Source: an optimization exercise on an open RTL-to-GDS flow (aim: small area, a short achievable clock period and few clock cycles per item). Production flows keep margins and buffers that such runs may drop.
In this exercise RTL edits were held to simulation tests only and were not proved equivalent to the original.
Power and IR drop assume default switching activity.

$ cat flow/run.sh
#!/bin/bash
# synth_recipe.tcl (not shown) runs the flow's synth.tcl, then flattens the netlist and writes it again
# the make line also repeats each setting of config.mk as NAME=value (left out here)
make -C /OpenROAD-flow-scripts/flow DESIGN_CONFIG=/design/flow/config.mk WORK_HOME=/design/flow/orfs CLKGATE_MAP_FILE= SYNTH_SCRIPT=/design/flow/synth_recipe.tcl finish
$ cat flow/config.mk
export PLATFORM = sky130hd
export DESIGN_NAME = sql_lexer_token_classifier_core
export DESIGN_NICKNAME = sql_lexer_token_classifier_core
export VERILOG_FILES = /design/flow/design.v
export SDC_FILE = /design/flow/constraint.sdc
export NUM_CORES = 4
export LEC_CHECK = 0
export CAP_MARGIN = 20
export CORE_MARGIN = 2
export CORE_UTILIZATION = 40
export SLEW_MARGIN = 20
$ cat flow/design.v
`timescale 1ns / 1ps
package sqllex_pkg;
  localparam logic [3:0] K_OTHER = 4'd0;
  localparam logic [3:0] K_SLASH = 4'd1;
  localparam logic [3:0] K_STAR  = 4'd2;
  localparam logic [3:0] K_DASH  = 4'd3;
  localparam logic [3:0] K_QUOTE = 4'd4;
  localparam logic [3:0] K_CRLF  = 4'd5;
  localparam logic [3:0] K_DOT   = 4'd6;
  localparam logic [3:0] K_DOLH  = 4'd8;    
  localparam logic [3:0] K_DIGIT = 4'd9;    
  localparam logic [3:0] K_LETE  = 4'd10;   
  localparam logic [3:0] K_LET   = 4'd11;   
  localparam logic [3:0] M_N   = 4'd0;    
  localparam logic [3:0] M_NS  = 4'd1;    
  localparam logic [3:0] M_ND  = 4'd2;    
  localparam logic [3:0] M_BC  = 4'd3;    
  localparam logic [3:0] M_B   = 4'd4;    
  localparam logic [3:0] M_BS  = 4'd5;    
  localparam logic [3:0] M_L   = 4'd6;    
  localparam logic [3:0] M_S   = 4'd8;    
  localparam logic [3:0] M_SQ  = 4'd9;    
  localparam logic [3:0] M_W   = 4'd10;   
  localparam logic [3:0] M_NUM = 4'd11;   
endpackage
`timescale 1ns / 1ps
module sqllex_kwmatch (
  input  logic [7:0] s,
  input  logic [4:0] sym,
  output logic [7:0] ns,
  output logic       acc
);
  assign acc = s >= 8'd252;
  always_comb begin
    ns = 8'd171;
    case ({s, sym})
      {8'd0, 5'd1}: ns = 8'd1;
      {8'd0, 5'd2}: ns = 8'd2;
      {8'd0, 5'd3}: ns = 8'd3;
      {8'd0, 5'd4}: ns = 8'd4;
      {8'd0, 5'd5}: ns = 8'd5;
      {8'd0, 5'd6}: ns = 8'd6;
      {8'd0, 5'd7}: ns = 8'd7;
      {8'd0, 5'd8}: ns = 8'd8;
      {8'd0, 5'd9}: ns = 8'd9;
      {8'd0, 5'd10}: ns = 8'd10;
      {8'd0, 5'd12}: ns = 8'd11;
      {8'd0, 5'd13}: ns = 8'd12;
      {8'd0, 5'd14}: ns = 8'd13;
      {8'd0, 5'd15}: ns = 8'd14;
      {8'd0, 5'd16}: ns = 8'd15;
      {8'd0, 5'd18}: ns = 8'd16;
      {8'd0, 5'd19}: ns = 8'd17;
      {8'd0, 5'd20}: ns = 8'd18;
      {8'd0, 5'd21}: ns = 8'd19;
      {8'd0, 5'd22}: ns = 8'd20;
      {8'd0, 5'd23}: ns = 8'd21;
      {8'd1, 5'd12}: ns = 8'd22;
      {8'd1, 5'd14}: ns = 8'd23;
      {8'd1, 5'd19}: ns = 8'd252;
      {8'd1, 5'd22}: ns = 8'd24;
      {8'd2, 5'd5}: ns = 8'd25;
      {8'd2, 5'd9}: ns = 8'd26;
      {8'd2, 5'd12}: ns = 8'd27;
      {8'd2, 5'd15}: ns = 8'd28;
      {8'd2, 5'd25}: ns = 8'd252;
      {8'd3, 5'd1}: ns = 8'd29;
      {8'd3, 5'd8}: ns = 8'd30;
      {8'd3, 5'd12}: ns = 8'd31;
      {8'd3, 5'd15}: ns = 8'd32;
      {8'd3, 5'd18}: ns = 8'd33;
      {8'd3, 5'd21}: ns = 8'd34;
      {8'd4, 5'd1}: ns = 8'd35;
      {8'd4, 5'd5}: ns = 8'd36;
      {8'd4, 5'd9}: ns = 8'd37;
      {8'd5, 5'd12}: ns = 8'd38;
      {8'd5, 5'd14}: ns = 8'd23;
      {8'd5, 5'd24}: ns = 8'd39;
      {8'd6, 5'd1}: ns = 8'd40;
      {8'd6, 5'd5}: ns = 8'd41;
      {8'd6, 5'd15}: ns = 8'd42;
      {8'd6, 5'd18}: ns = 8'd43;
      {8'd6, 5'd21}: ns = 8'd44;
      {8'd7, 5'd18}: ns = 8'd45;
      {8'd8, 5'd1}: ns = 8'd46;
      {8'd9, 5'd6}: ns = 8'd252;
      {8'd9, 5'd14}: ns = 8'd253;
      {8'd9, 5'd19}: ns = 8'd252;
      {8'd10, 5'd15}: ns = 8'd47;
      {8'd11, 5'd5}: ns = 8'd48;
      {8'd11, 5'd9}: ns = 8'd49;
      {8'd11, 5'd15}: ns = 8'd50;
      {8'd11, 5'd20}: ns = 8'd51;
      {8'd12, 5'd1}: ns = 8'd52;
      {8'd12, 5'd9}: ns = 8'd53;
      {8'd13, 5'd15}: ns = 8'd54;
      {8'd13, 5'd21}: ns = 8'd55;
      {8'd13, 5'd22}: ns = 8'd22;
      {8'd14, 5'd6}: ns = 8'd252;
      {8'd14, 5'd14}: ns = 8'd252;
      {8'd14, 5'd16}: ns = 8'd56;
      {8'd14, 5'd18}: ns = 8'd254;
      {8'd14, 5'd21}: ns = 8'd57;
      {8'd15, 5'd12}: ns = 8'd58;
      {8'd15, 5'd18}: ns = 8'd59;
      {8'd16, 5'd1}: ns = 8'd60;
      {8'd16, 5'd5}: ns = 8'd61;
      {8'd16, 5'd9}: ns = 8'd62;
      {8'd16, 5'd15}: ns = 8'd63;
      {8'd16, 5'd20}: ns = 8'd51;
      {8'd17, 5'd5}: ns = 8'd64;
      {8'd17, 5'd21}: ns = 8'd65;
      {8'd17, 5'd25}: ns = 8'd66;
      {8'd18, 5'd1}: ns = 8'd67;
      {8'd18, 5'd8}: ns = 8'd56;
      {8'd18, 5'd9}: ns = 8'd68;
      {8'd18, 5'd15}: ns = 8'd69;
      {8'd18, 5'd18}: ns = 8'd70;
      {8'd18, 5'd25}: ns = 8'd71;
      {8'd19, 5'd14}: ns = 8'd72;
      {8'd19, 5'd16}: ns = 8'd73;
      {8'd20, 5'd1}: ns = 8'd74;
      {8'd21, 5'd8}: ns = 8'd75;
      {8'd22, 5'd12}: ns = 8'd252;
      {8'd23, 5'd4}: ns = 8'd252;
      {8'd24, 5'd7}: ns = 8'd252;
      {8'd25, 5'd7}: ns = 8'd47;
      {8'd25, 5'd20}: ns = 8'd76;
      {8'd26, 5'd14}: ns = 8'd77;
      {8'd27, 5'd15}: ns = 8'd78;
      {8'd28, 5'd15}: ns = 8'd79;
      {8'd29, 5'd19}: ns = 8'd80;
      {8'd30, 5'd1}: ns = 8'd42;
      {8'd31, 5'd15}: ns = 8'd81;
      {8'd32, 5'd21}: ns = 8'd82;
      {8'd33, 5'd15}: ns = 8'd83;
      {8'd34, 5'd18}: ns = 8'd84;
      {8'd35, 5'd20}: ns = 8'd80;
      {8'd36, 5'd3}: ns = 8'd85;
      {8'd36, 5'd6}: ns = 8'd86;
      {8'd36, 5'd12}: ns = 8'd87;
      {8'd37, 5'd19}: ns = 8'd88;
      {8'd38, 5'd19}: ns = 8'd89;
      {8'd39, 5'd3}: ns = 8'd90;
      {8'd39, 5'd9}: ns = 8'd91;
      {8'd40, 5'd12}: ns = 8'd29;
      {8'd41, 5'd20}: ns = 8'd92;
      {8'd42, 5'd18}: ns = 8'd252;
      {8'd43, 5'd15}: ns = 8'd93;
      {8'd44, 5'd12}: ns = 8'd22;
      {8'd44, 5'd14}: ns = 8'd94;
      {8'd45, 5'd15}: ns = 8'd95;
      {8'd46, 5'd22}: ns = 8'd96;
      {8'd253, 5'd4}: ns = 8'd97;
      {8'd253, 5'd14}: ns = 8'd98;
      {8'd253, 5'd19}: ns = 8'd99;
      {8'd253, 5'd20}: ns = 8'd100;
      {8'd47, 5'd9}: ns = 8'd101;
      {8'd48, 5'd6}: ns = 8'd54;
      {8'd49, 5'd11}: ns = 8'd80;
      {8'd50, 5'd15}: ns = 8'd102;
      {8'd50, 5'd23}: ns = 8'd98;
      {8'd51, 5'd18}: ns = 8'd103;
      {8'd52, 5'd24}: ns = 8'd252;
      {8'd53, 5'd14}: ns = 8'd255;
      {8'd54, 5'd20}: ns = 8'd252;
      {8'd55, 5'd12}: ns = 8'd22;
      {8'd55, 5'd13}: ns = 8'd104;
      {8'd56, 5'd5}: ns = 8'd101;
      {8'd254, 5'd4}: ns = 8'd98;
      {8'd57, 5'd20}: ns = 8'd98;
      {8'd58, 5'd19}: ns = 8'd105;
      {8'd59, 5'd15}: ns = 8'd106;
      {8'd60, 5'd9}: ns = 8'd29;
      {8'd61, 5'd3}: ns = 8'd107;
      {8'd61, 5'd20}: ns = 8'd108;
      {8'd62, 5'd7}: ns = 8'd109;
      {8'd63, 5'd23}: ns = 8'd110;
      {8'd64, 5'd12}: ns = 8'd111;
      {8'd64, 5'd20}: ns = 8'd252;
      {8'd65, 5'd2}: ns = 8'd112;
      {8'd65, 5'd13}: ns = 8'd252;
      {8'd66, 5'd19}: ns = 8'd113;
      {8'd67, 5'd2}: ns = 8'd114;
      {8'd68, 5'd13}: ns = 8'd115;
      {8'd69, 5'd31}: ns = 8'd116;
      {8'd70, 5'd9}: ns = 8'd93;
      {8'd70, 5'd21}: ns = 8'd80;
      {8'd71, 5'd16}: ns = 8'd80;
      {8'd72, 5'd9}: ns = 8'd117;
      {8'd73, 5'd4}: ns = 8'd118;
      {8'd73, 5'd16}: ns = 8'd98;
      {8'd74, 5'd12}: ns = 8'd119;
      {8'd74, 5'd18}: ns = 8'd120;
      {8'd75, 5'd5}: ns = 8'd121;
      {8'd75, 5'd9}: ns = 8'd114;
      {8'd76, 5'd23}: ns = 8'd122;
      {8'd77, 5'd1}: ns = 8'd123;
      {8'd78, 5'd2}: ns = 8'd252;
      {8'd79, 5'd12}: ns = 8'd124;
      {8'd80, 5'd5}: ns = 8'd252;
      {8'd81, 5'd2}: ns = 8'd252;
      {8'd81, 5'd19}: ns = 8'd80;
      {8'd82, 5'd14}: ns = 8'd54;
      {8'd83, 5'd19}: ns = 8'd125;
      {8'd84, 5'd19}: ns = 8'd126;
      {8'd85, 5'd12}: ns = 8'd127;
      {8'd85, 5'd15}: ns = 8'd128;
      {8'd86, 5'd1}: ns = 8'd129;
      {8'd87, 5'd5}: ns = 8'd35;
      {8'd88, 5'd20}: ns = 8'd130;
      {8'd89, 5'd5}: ns = 8'd252;
      {8'd89, 5'd9}: ns = 8'd131;
      {8'd90, 5'd5}: ns = 8'd132;
      {8'd91, 5'd19}: ns = 8'd133;
      {8'd91, 5'd20}: ns = 8'd252;
      {8'd92, 5'd3}: ns = 8'd134;
      {8'd93, 5'd13}: ns = 8'd252;
      {8'd94, 5'd3}: ns = 8'd135;
      {8'd95, 5'd21}: ns = 8'd102;
      {8'd96, 5'd9}: ns = 8'd136;
      {8'd97, 5'd5}: ns = 8'd52;
      {8'd98, 5'd5}: ns = 8'd42;
      {8'd99, 5'd5}: ns = 8'd137;
      {8'd99, 5'd20}: ns = 8'd42;
      {8'd100, 5'd5}: ns = 8'd138;
      {8'd100, 5'd15}: ns = 8'd252;
      {8'd101, 5'd14}: ns = 8'd252;
      {8'd102, 5'd16}: ns = 8'd252;
      {8'd103, 5'd9}: ns = 8'd93;
      {8'd255, 5'd21}: ns = 8'd125;
      {8'd104, 5'd2}: ns = 8'd98;
      {8'd105, 5'd31}: ns = 8'd139;
      {8'd106, 5'd3}: ns = 8'd140;
      {8'd107, 5'd15}: ns = 8'd141;
      {8'd108, 5'd21}: ns = 8'd142;
      {8'd109, 5'd8}: ns = 8'd54;
      {8'd110, 5'd9}: ns = 8'd23;
      {8'd110, 5'd14}: ns = 8'd143;
      {8'd110, 5'd20}: ns = 8'd144;
      {8'd111, 5'd5}: ns = 8'd145;
      {8'd112, 5'd19}: ns = 8'd146;
      {8'd113, 5'd4}: ns = 8'd118;
      {8'd114, 5'd12}: ns = 8'd80;
      {8'd115, 5'd5}: ns = 8'd147;
      {8'd116, 5'd3}: ns = 8'd148;
      {8'd116, 5'd4}: ns = 8'd118;
      {8'd116, 5'd14}: ns = 8'd149;
      {8'd117, 5'd15}: ns = 8'd101;
      {8'd118, 5'd1}: ns = 8'd35;
      {8'd119, 5'd21}: ns = 8'd150;
      {8'd120, 5'd3}: ns = 8'd151;
      {8'd121, 5'd14}: ns = 8'd252;
      {8'd121, 5'd18}: ns = 8'd80;
      {8'd122, 5'd5}: ns = 8'd56;
      {8'd123, 5'd18}: ns = 8'd152;
      {8'd124, 5'd5}: ns = 8'd153;
      {8'd125, 5'd19}: ns = 8'd252;
      {8'd126, 5'd15}: ns = 8'd42;
      {8'd127, 5'd1}: ns = 8'd154;
      {8'd128, 5'd4}: ns = 8'd80;
      {8'd129, 5'd21}: ns = 8'd155;
      {8'd130, 5'd9}: ns = 8'd156;
      {8'd131, 5'd6}: ns = 8'd252;
      {8'd132, 5'd16}: ns = 8'd135;
      {8'd133, 5'd20}: ns = 8'd125;
      {8'd134, 5'd8}: ns = 8'd252;
      {8'd135, 5'd20}: ns = 8'd72;
      {8'd136, 5'd14}: ns = 8'd24;
      {8'd137, 5'd18}: ns = 8'd54;
      {8'd138, 5'd7}: ns = 8'd98;
      {8'd138, 5'd18}: ns = 8'd157;
      {8'd139, 5'd9}: ns = 8'd158;
      {8'd140, 5'd5}: ns = 8'd159;
      {8'd141, 5'd18}: ns = 8'd23;
      {8'd142, 5'd18}: ns = 8'd101;
      {8'd143, 5'd21}: ns = 8'd93;
      {8'd144, 5'd25}: ns = 8'd71;
      {8'd145, 5'd3}: ns = 8'd54;
      {8'd146, 5'd20}: ns = 8'd42;
      {8'd147, 5'd19}: ns = 8'd160;
      {8'd148, 5'd8}: ns = 8'd30;
      {8'd149, 5'd21}: ns = 8'd161;
      {8'd150, 5'd5}: ns = 8'd125;
      {8'd151, 5'd8}: ns = 8'd162;
      {8'd152, 5'd25}: ns = 8'd105;
      {8'd153, 5'd1}: ns = 8'd101;
      {8'd154, 5'd18}: ns = 8'd80;
      {8'd155, 5'd12}: ns = 8'd54;
      {8'd156, 5'd14}: ns = 8'd145;
      {8'd157, 5'd19}: ns = 8'd111;
      {8'd158, 5'd14}: ns = 8'd163;
      {8'd159, 5'd4}: ns = 8'd164;
      {8'd160, 5'd20}: ns = 8'd165;
      {8'd161, 5'd13}: ns = 8'd104;
      {8'd162, 5'd1}: ns = 8'd166;
      {8'd163, 5'd20}: ns = 8'd167;
      {8'd164, 5'd21}: ns = 8'd154;
      {8'd165, 5'd1}: ns = 8'd168;
      {8'd166, 5'd18}: ns = 8'd169;
      {8'd167, 5'd5}: ns = 8'd170;
      {8'd168, 5'd13}: ns = 8'd102;
      {8'd169, 5'd27}: ns = 8'd252;
      {8'd170, 5'd7}: ns = 8'd98;
      default: ;
    endcase
  end
endmodule
`timescale 1ns / 1ps
module sqllex_ofifo (
  input  logic        clk,
  input  logic        rst_n,
  input  logic        push,
  input  logic [1:0]  push_cls,
  input  logic [15:0] push_start,
  input  logic [16:0] push_end,
  input  logic        push_last,
  input  logic        push_ovf,
  input  logic        pop,
  output logic        full,
  output logic [1:0]  cls,
  output logic [15:0] start,
  output logic [16:0] stop,
  output logic        last,
  output logic        ovf
);
  always_ff @(posedge clk) begin
    if (!full) begin
      cls   <= push_cls;
      start <= push_start;
      stop  <= push_end;
      last  <= push_last;
      ovf   <= push_ovf;
    end
    if (!rst_n)    full <= 1'b0;
    else if (full) full <= !pop;
    else           full <= push;
  end
endmodule
`timescale 1ns / 1ps
module sqllex_scan (
  input  logic        clk,
  input  logic        rst_n,
  input  logic        in_valid,
  output logic        in_stall,
  input  logic [15:0] code_unit,
  input  logic        text_end,
  input  logic        busy,         
  output logic        emit,         
  output logic [1:0]  emit_cls,
  output logic [15:0] emit_start,
  output logic [16:0] emit_end,
  output logic        emit_last,
  output logic        emit_ovf
);
  logic [7:0] c8;
  logic       ascii, is_up, is_lo, is_letter;
  logic [3:0] k_in;
  logic [4:0] s_in;
  assign c8        = code_unit[7:0];
  assign ascii     = code_unit[15:8] == 8'd0;
  assign is_up     = c8 >= 8'h41 && c8 <= 8'h5A;
  assign is_lo     = c8 >= 8'h61 && c8 <= 8'h7A;
  assign is_letter = ascii && (is_up || is_lo);
  always_comb begin
    k_in = sqllex_pkg::K_OTHER;
    s_in = 5'd0;
    if (is_letter) begin
      k_in = (c8[4:0] == 5'd5) ? sqllex_pkg::K_LETE : sqllex_pkg::K_LET;
      s_in = c8[4:0];
    end else if (ascii) begin
      if (c8 >= 8'h30 && c8 <= 8'h39) begin
        k_in = sqllex_pkg::K_DIGIT;
        if (c8 == 8'h32) s_in = 5'd27;
      end else begin
        case (c8)
          8'h2F:       k_in = sqllex_pkg::K_SLASH;
          8'h2A:       k_in = sqllex_pkg::K_STAR;
          8'h2D:       k_in = sqllex_pkg::K_DASH;
          8'h27:       k_in = sqllex_pkg::K_QUOTE;
          8'h0D, 8'h0A: k_in = sqllex_pkg::K_CRLF;
          8'h2E:       k_in = sqllex_pkg::K_DOT;
          8'h24, 8'h23: k_in = sqllex_pkg::K_DOLH;
          8'h5F: begin k_in = sqllex_pkg::K_LET; s_in = 5'd31; end
          default:     k_in = sqllex_pkg::K_OTHER;
        endcase
      end
    end
  end
  logic       i_v, i_end;
  logic [3:0] i_k;
  logic [4:0] i_s;
  logic [3:0]  mode_r, m_nxt;
  logic        fin_r, pov_r;
  logic [16:0] pos_r, pos_inc;
  logic [15:0] tb_r;
  logic [7:0]  ds_r, ds_step;
  logic        acc;
  sqllex_kwmatch u_kw (.s(ds_r), .sym(i_s), .ns(ds_step), .acc(acc));
  logic slash, star, dash, quote, crlf, wordc, wstart, digit, numc;
  assign slash  = i_k == sqllex_pkg::K_SLASH;
  assign star   = i_k == sqllex_pkg::K_STAR;
  assign dash   = i_k == sqllex_pkg::K_DASH;
  assign quote  = i_k == sqllex_pkg::K_QUOTE;
  assign crlf   = i_k == sqllex_pkg::K_CRLF;
  assign wordc  = i_k[3];
  assign wstart = i_k == sqllex_pkg::K_LETE || i_k == sqllex_pkg::K_LET;
  assign digit  = i_k == sqllex_pkg::K_DIGIT;
  assign numc   = i_k == sqllex_pkg::K_DOT || i_k == sqllex_pkg::K_DIGIT || i_k == sqllex_pkg::K_LETE;
  logic close, rescan, newtok, tokopen, bc, blocked, go;
  assign bc = mode_r == sqllex_pkg::M_BC;
  always_comb begin
    close  = 1'b0;      
    rescan = 1'b0;
    m_nxt  = mode_r;
    case (mode_r)
      sqllex_pkg::M_B:   m_nxt = star ? sqllex_pkg::M_BS : sqllex_pkg::M_B;
      sqllex_pkg::M_BS:  m_nxt = slash ? sqllex_pkg::M_BC : (star ? sqllex_pkg::M_BS : sqllex_pkg::M_B);
      sqllex_pkg::M_L:   if (crlf) begin close = 1'b1; rescan = 1'b1; end
      sqllex_pkg::M_S:   m_nxt = quote ? sqllex_pkg::M_SQ : sqllex_pkg::M_S;
      sqllex_pkg::M_SQ:  if (quote) m_nxt = sqllex_pkg::M_S; else begin close = 1'b1; rescan = 1'b1; end
      sqllex_pkg::M_W:   if (!wordc) begin close = acc; rescan = 1'b1; end
      sqllex_pkg::M_NUM: if (!numc) begin close = 1'b1; rescan = 1'b1; end
      sqllex_pkg::M_NS:  if (star) m_nxt = sqllex_pkg::M_B; else rescan = 1'b1;
      sqllex_pkg::M_ND:  if (dash) m_nxt = sqllex_pkg::M_L; else rescan = 1'b1;
      default: rescan = 1'b1;
    endcase
    newtok = 1'b0;
    if (rescan) begin
      newtok = 1'b1;
      if (slash)       m_nxt = sqllex_pkg::M_NS;
      else if (dash)   m_nxt = sqllex_pkg::M_ND;
      else if (quote)  m_nxt = sqllex_pkg::M_S;
      else if (wstart) m_nxt = sqllex_pkg::M_W;
      else if (digit)  m_nxt = sqllex_pkg::M_NUM;
      else begin
        m_nxt  = sqllex_pkg::M_N;
        newtok = 1'b0;
      end
    end
  end
  assign tokopen = !(m_nxt == sqllex_pkg::M_N || m_nxt == sqllex_pkg::M_NS || m_nxt == sqllex_pkg::M_ND);
  assign blocked  = busy && (fin_r || bc || (i_v && close));
  assign go       = i_v && !fin_r && !blocked;
  assign in_stall = i_v && !go;
  assign emit       = fin_r ? (mode_r != sqllex_pkg::M_W || acc) : (bc || (i_v && close));
  assign emit_start = tb_r;
  assign emit_end   = pos_r;
  assign emit_ovf   = (fin_r || bc) ? pov_r : pos_r[16];
  assign emit_last  = fin_r || bc || !(i_end && (quote || digit));
  always_comb begin
    case (mode_r)
      sqllex_pkg::M_S, sqllex_pkg::M_SQ: emit_cls = 2'd1;
      sqllex_pkg::M_W:       emit_cls = 2'd2;
      sqllex_pkg::M_NUM:     emit_cls = 2'd3;
      default:   emit_cls = 2'd0;
    endcase
  end
  assign pos_inc = pos_r[16] ? pos_r : pos_r + 17'd1;
  always_ff @(posedge clk) begin
    if (!in_stall) begin
      i_end <= text_end;
      i_k   <= k_in;
      i_s   <= s_in;
    end
    if (go && newtok) tb_r <= pos_r[15:0] | {16{pos_r[16]}};
    if (go) pov_r <= pos_r[16];
    if (!rst_n) begin
      i_v    <= 1'b0;
      mode_r <= sqllex_pkg::M_N;
      fin_r  <= 1'b0;
      pos_r  <= '0;
      ds_r   <= '0;
    end else begin
      if (!in_stall) i_v <= in_valid;
      if (fin_r) begin
        if (!busy) begin
          mode_r <= sqllex_pkg::M_N;
          fin_r  <= 1'b0;
          pos_r  <= '0;
          ds_r   <= '0;
        end
      end else if (go) begin
        if (i_end && !tokopen) begin
          mode_r <= sqllex_pkg::M_N;
          pos_r  <= '0;
        end else begin
          mode_r <= m_nxt;
          pos_r  <= pos_inc;
        end
        fin_r <= i_end && tokopen;
        ds_r  <= (m_nxt == sqllex_pkg::M_W) ? ds_step : 8'd0;
      end else if (bc && !busy) begin
        mode_r <= sqllex_pkg::M_N;
      end
    end
  end
endmodule
`timescale 1ns / 1ps
module sql_lexer_token_classifier_core (
  input  logic        clk,
  input  logic        rst_n,
  input  logic        in_valid,
  output logic        in_stall,
  input  logic [15:0] in_code_unit,
  input  logic        in_text_end,
  output logic        out_valid,
  input  logic        out_stall,
  output logic [1:0]  out_token_class,
  output logic [15:0] out_token_start,
  output logic [16:0] out_token_end,
  output logic        out_run_last,
  output logic        out_offset_overflow
);
  logic        emit, emit_last, busy;
  logic [1:0]  emit_cls;
  logic [15:0] emit_start;
  logic [16:0] emit_end;
  logic        emit_ovf;
  sqllex_scan u_scan (
    .clk        (clk),
    .rst_n      (rst_n),
    .in_valid   (in_valid),
    .in_stall   (in_stall),
    .code_unit  (in_code_unit),
    .text_end   (in_text_end),
    .busy       (busy),
    .emit       (emit),
    .emit_cls   (emit_cls),
    .emit_start (emit_start),
    .emit_end   (emit_end),
    .emit_last  (emit_last),
    .emit_ovf   (emit_ovf)
  );
  sqllex_ofifo u_ofifo (
    .clk        (clk),
    .rst_n      (rst_n),
    .push       (emit),
    .push_cls   (emit_cls),
    .push_start (emit_start),
    .push_end   (emit_end),
    .push_last  (emit_last),
    .push_ovf   (emit_ovf),
    .pop        (!out_stall),
    .full       (busy),
    .cls        (out_token_class),
    .start      (out_token_start),
    .stop       (out_token_end),
    .last       (out_run_last),
    .ovf        (out_offset_overflow)
  );
  assign out_valid = busy;
endmodule
$ cat flow/constraint.sdc
create_clock -name core_clock -period 8.5 [get_ports {clk}]
set_input_delay 1.7000 -clock core_clock [delete_from_list [all_inputs] [get_ports {clk}]]
set_output_delay 1.7000 -clock core_clock [all_outputs]
set_load 0.01 [all_outputs]
==> results.txt <==
-- cell families after synthesis --
group,share of synthesized area
AO/OA/AOI/OAI,0.263
XOR/XNOR,0.00756
adder cells (fa/ha/maj),0.00154
buffers and inverters,0.0638
flip-flops,0.316
multiplexers,0.00401
AND/OR/NAND/NOR,0.344
-- where the power goes --
part           switching, mW  total, mW  internal (mW)
registers             0.0105      0.519          0.509
logic                 0.0994      0.155         0.0553
clock network          0.196      0.404          0.208
total                  0.306       1.08          0.772
-- cells in the final DEF, fill, tap and decap left out, drive strengths merged, types with 6 or more instances in the layout --
master,n
nor2,120
a31oi,14
edfxtp,64
nand3,32
inv,15
buf,47
nor3,39
o32ai,16
a2111oi,6
o22ai,32
dfxtp,32
and3,6
o31ai,6
nand4b,11
o21ai,59
o21a,8
a21oi,66
or2,29
o2111ai,7
a221oi,13
or4b,13
nor4,41
nor4b,11
or3,10
nand4,22
clkdlybuf4s50,59
a32oi,14
a22oi,28
or4,11
nor3b,8
nand2,74
nand3b,7
nor2b,8
nand4bb,12
a211oi,6
clkbuf,9
nand2b,17
o211ai,10
-- per-layer routing --
metal | vias up | routed length (um) | track usage
li1 | 4070 | - | -
met1 | 4509 | 14900 | 0.455
met2 | 839 | 15300 | 0.494
met3 | 262 | 6020 | 0.177
met4 | 2 | 2920 | 0.189
met5 | - | 15 | 0
-- critical path: stages (launching register included) --
cell             delay, ps
edfxtp_1               600
nor4b_4                460
or3_1                  170
nand3_1                190
o2111ai_1              290
nand2_1                160
nand2_1                420
inv_1                  120
clkdlybuf4s50_1        510
-- metrics by stage --
| step | hold slack [ps] | setup WS, ps |
|---|---|---|
| finish | 414 | 3530 |
| detailed placement | 406 | 3890 |
| global placement | 401 | 3960 |
| floorplan | 400 | 4830 |
| CTS | 416 | 3510 |
| global route | 423 | 3230 |
-- flip-flops by register name (all words and copies together) (netlist names), 2 cells and up --
signal         cells
u_scan.i_k         4
u_scan.tb_r       16
u_ofifo.start     16
u_scan.mode_r      4
u_scan.ds_r        8
u_scan.i_s         5
u_ofifo.cls        2
u_ofifo.stop      17
u_scan.pos_r      17
-- area by class of cell --
class                   instances  share of cell area
clock buffers                   9              0.0244
clock inverters                 7             0.00800
repair buffers                106               0.102
diodes                          3            0.000813
well taps                     270              0.0366
inverters                      11             0.00447
multi-input cells             819               0.546
flip-flops and latches         96               0.278
-- worst max path at each step --
stage	startpoint	end	slack, ps
3_3_place_gp	u_scan.i_k[0]$_DFFE_PN_	in_stall	3960
6_report	u_scan.i_k[0]$_DFFE_PN_	in_stall	3530
5_1_grt	u_scan.i_k[0]$_DFFE_PN_	in_stall	3230
2_1_floorplan	u_scan.i_k[1]$_SDFFCE_PP1N_	in_stall	4830
3_5_place_dp	u_scan.i_k[0]$_DFFE_PN_	in_stall	3890
4_1_cts	u_scan.i_k[0]$_DFFE_PN_	in_stall	3510
==> impl_metrics.tcl <==
set metrics [dict create \
    status "no timing/DRC/antenna violations" \
    synth_area_mm2 0.00811 \
    drive_gt1_frac 0.112 \
    post-route-period-util 0.585 \
    fp.dieArea_mm2 0.0214 \
    drc_errors 0 \
    overflow 0 \
    r2r_start "u_scan.ds_r[2]$_SDFFE_PN0P_" \
    worstSetupPathType "register to output pin" \
    gp_congestion 1.13 \
    num_rows 52 \
    cp-end-kind "output pin" \
    synth_flop_cell "edfxtp_1" \
    grt_pass1_wl_um 57500 \
    synth.top_cells.by_area "edfxtp_1 24%, dfxtp_1 7.9%, nor2_1 5.6%" \
    detail-route-antenna-nets 0 \
    postSynth.asyncResetShare 0 \
    synth_cells 1026 \
    root_buffer "clkbuf_16" \
    post-synth-top-count-cell "nor2_1" \
    cts_resized 0 \
    cts_tree "yes" \
    synth-edff-count 64 \
    yosysTopAreaCellShare 0.237 \
    die_height_um 146 \
    synthDistinctLibCells 81 \
    synth-seq-cells 96 \
    reg2reg_to "u_scan.ds_r[3]$_SDFFE_PN0P_" \
    stdcell_area_mm2 0.00923 \
    path_clk_slew_ps 70 \
    nets 1065 \
    fmax_mhz 201 \
    grt_max_degree 43 \
    place_hpwl_um 28000 \
    grt_pass1_vias 8937 \
    fin_crit_ps 4970 \
    post-route-util 0.461 \
    area_growth_pct 13.8 \
    startpoint_type "register" \
    register_area_mm2 0.00256 \
    wl_per_cell_um 29.7 \
    post-cts-setup-buffers 0 \
    worstMarginPinSlew_ps 1240 \
    htree_levels 3 \
    fillers 2039 \
    ctsHoldBuffers 0 \
    r2r_slack_ps 4080 \
    cts_made_buffers 9 \
    drt-pass1-iter-count 8 \
    synth_fp_nets 1048 \
    relSlewSlack 0.163 \
    final_cells 1321 \
    port_buffers 59 \
    rr_worst_depth 9 \
    via_per_inst 7.33 \
    synth_common_cells "120 x nor2_1, 74 x nand2_1, 66 x a21oi_1" \
    drt_wl_total_um 39200 \
    yosysSeqAreaShare 0.316 \
    multi_input_area_mm2 0.00504 \
    ys.warnings.count 3 \
    synth_area_leader_cell "edfxtp_1" \
    numPlacedInstances 1302 \
    grt_usage 0.357 \
    hold_class "register to register" \
    finalHoldViolations 0 \
    cts_max_path_buffers 2 \
    drv_cap 0 \
    hold_start "u_scan.tb_r[15]$_DFFE_PP_" \
    path_max_fanout 13 \
    min_to "u_ofifo.start[15]$_DFFE_PN_" \
    io_pins 60 \
    clock_latency_ps 350 \
    avgSynthCellArea_um2 7.91 \
    rsz0062_at_grt "false" \
    placed_cell_area_mm2 0.00892 \
    leakagePower_nw 3.04 \
    cp.arrival_ps 3270 \
    finalMaxSlewViolations 0 \
    fin_setup_tns_ps 0 \
    routed-via-count 9682 \
    finClkSkew_ps 8.83 \
    min_path_cells 0 \
    initial_core_util 0.405 \
    numClockSinks 96 \
    drt_iter0_markers 1491 \
    p_total_mw 1.08 \
    powerDensity_mw_per_mm2 117 \
    core-area_mm2 0.0200 \
    peakVddDrop_v 0.0000866 \
    cp.required_ps 6800 \
    die_w_um 146 \
    setup_viol 0 \
    antenna_found_initial 4 \
]
Testbench counts, summed over its fixed seeds: cycles 30,852, chars 30,799.

## what the ideal ports hide
The flow's constraints put no driver on any port. The routed layout listed below was extracted and timed again, unchanged, in two steps. Step 1 assumes that a clkbuf_16 drives the clock port and a buf_2 every other input. Step 2, shift: input delay + t, output delay - t, t = (earliest + latest rising clock arrival at the registers) / 2. This alone moves slack from input paths to output paths. Slacks: ideal ports / drivers / drivers and shift; pairs: ideal ports / drivers.
shift t [ns]: 0.396
setup WS [ns]: 3.529 / 3.482 / 3.878
worst setup path after step 2: register to output
clock arrival spread, ns: 0.009 / 0.009
worst slew at a driven data input, ns: 0.05
After both steps this run still meets setup and hold. For this run, drivers alone change the setup slack by -0.047 ns; drivers and shift together by +0.349 ns.
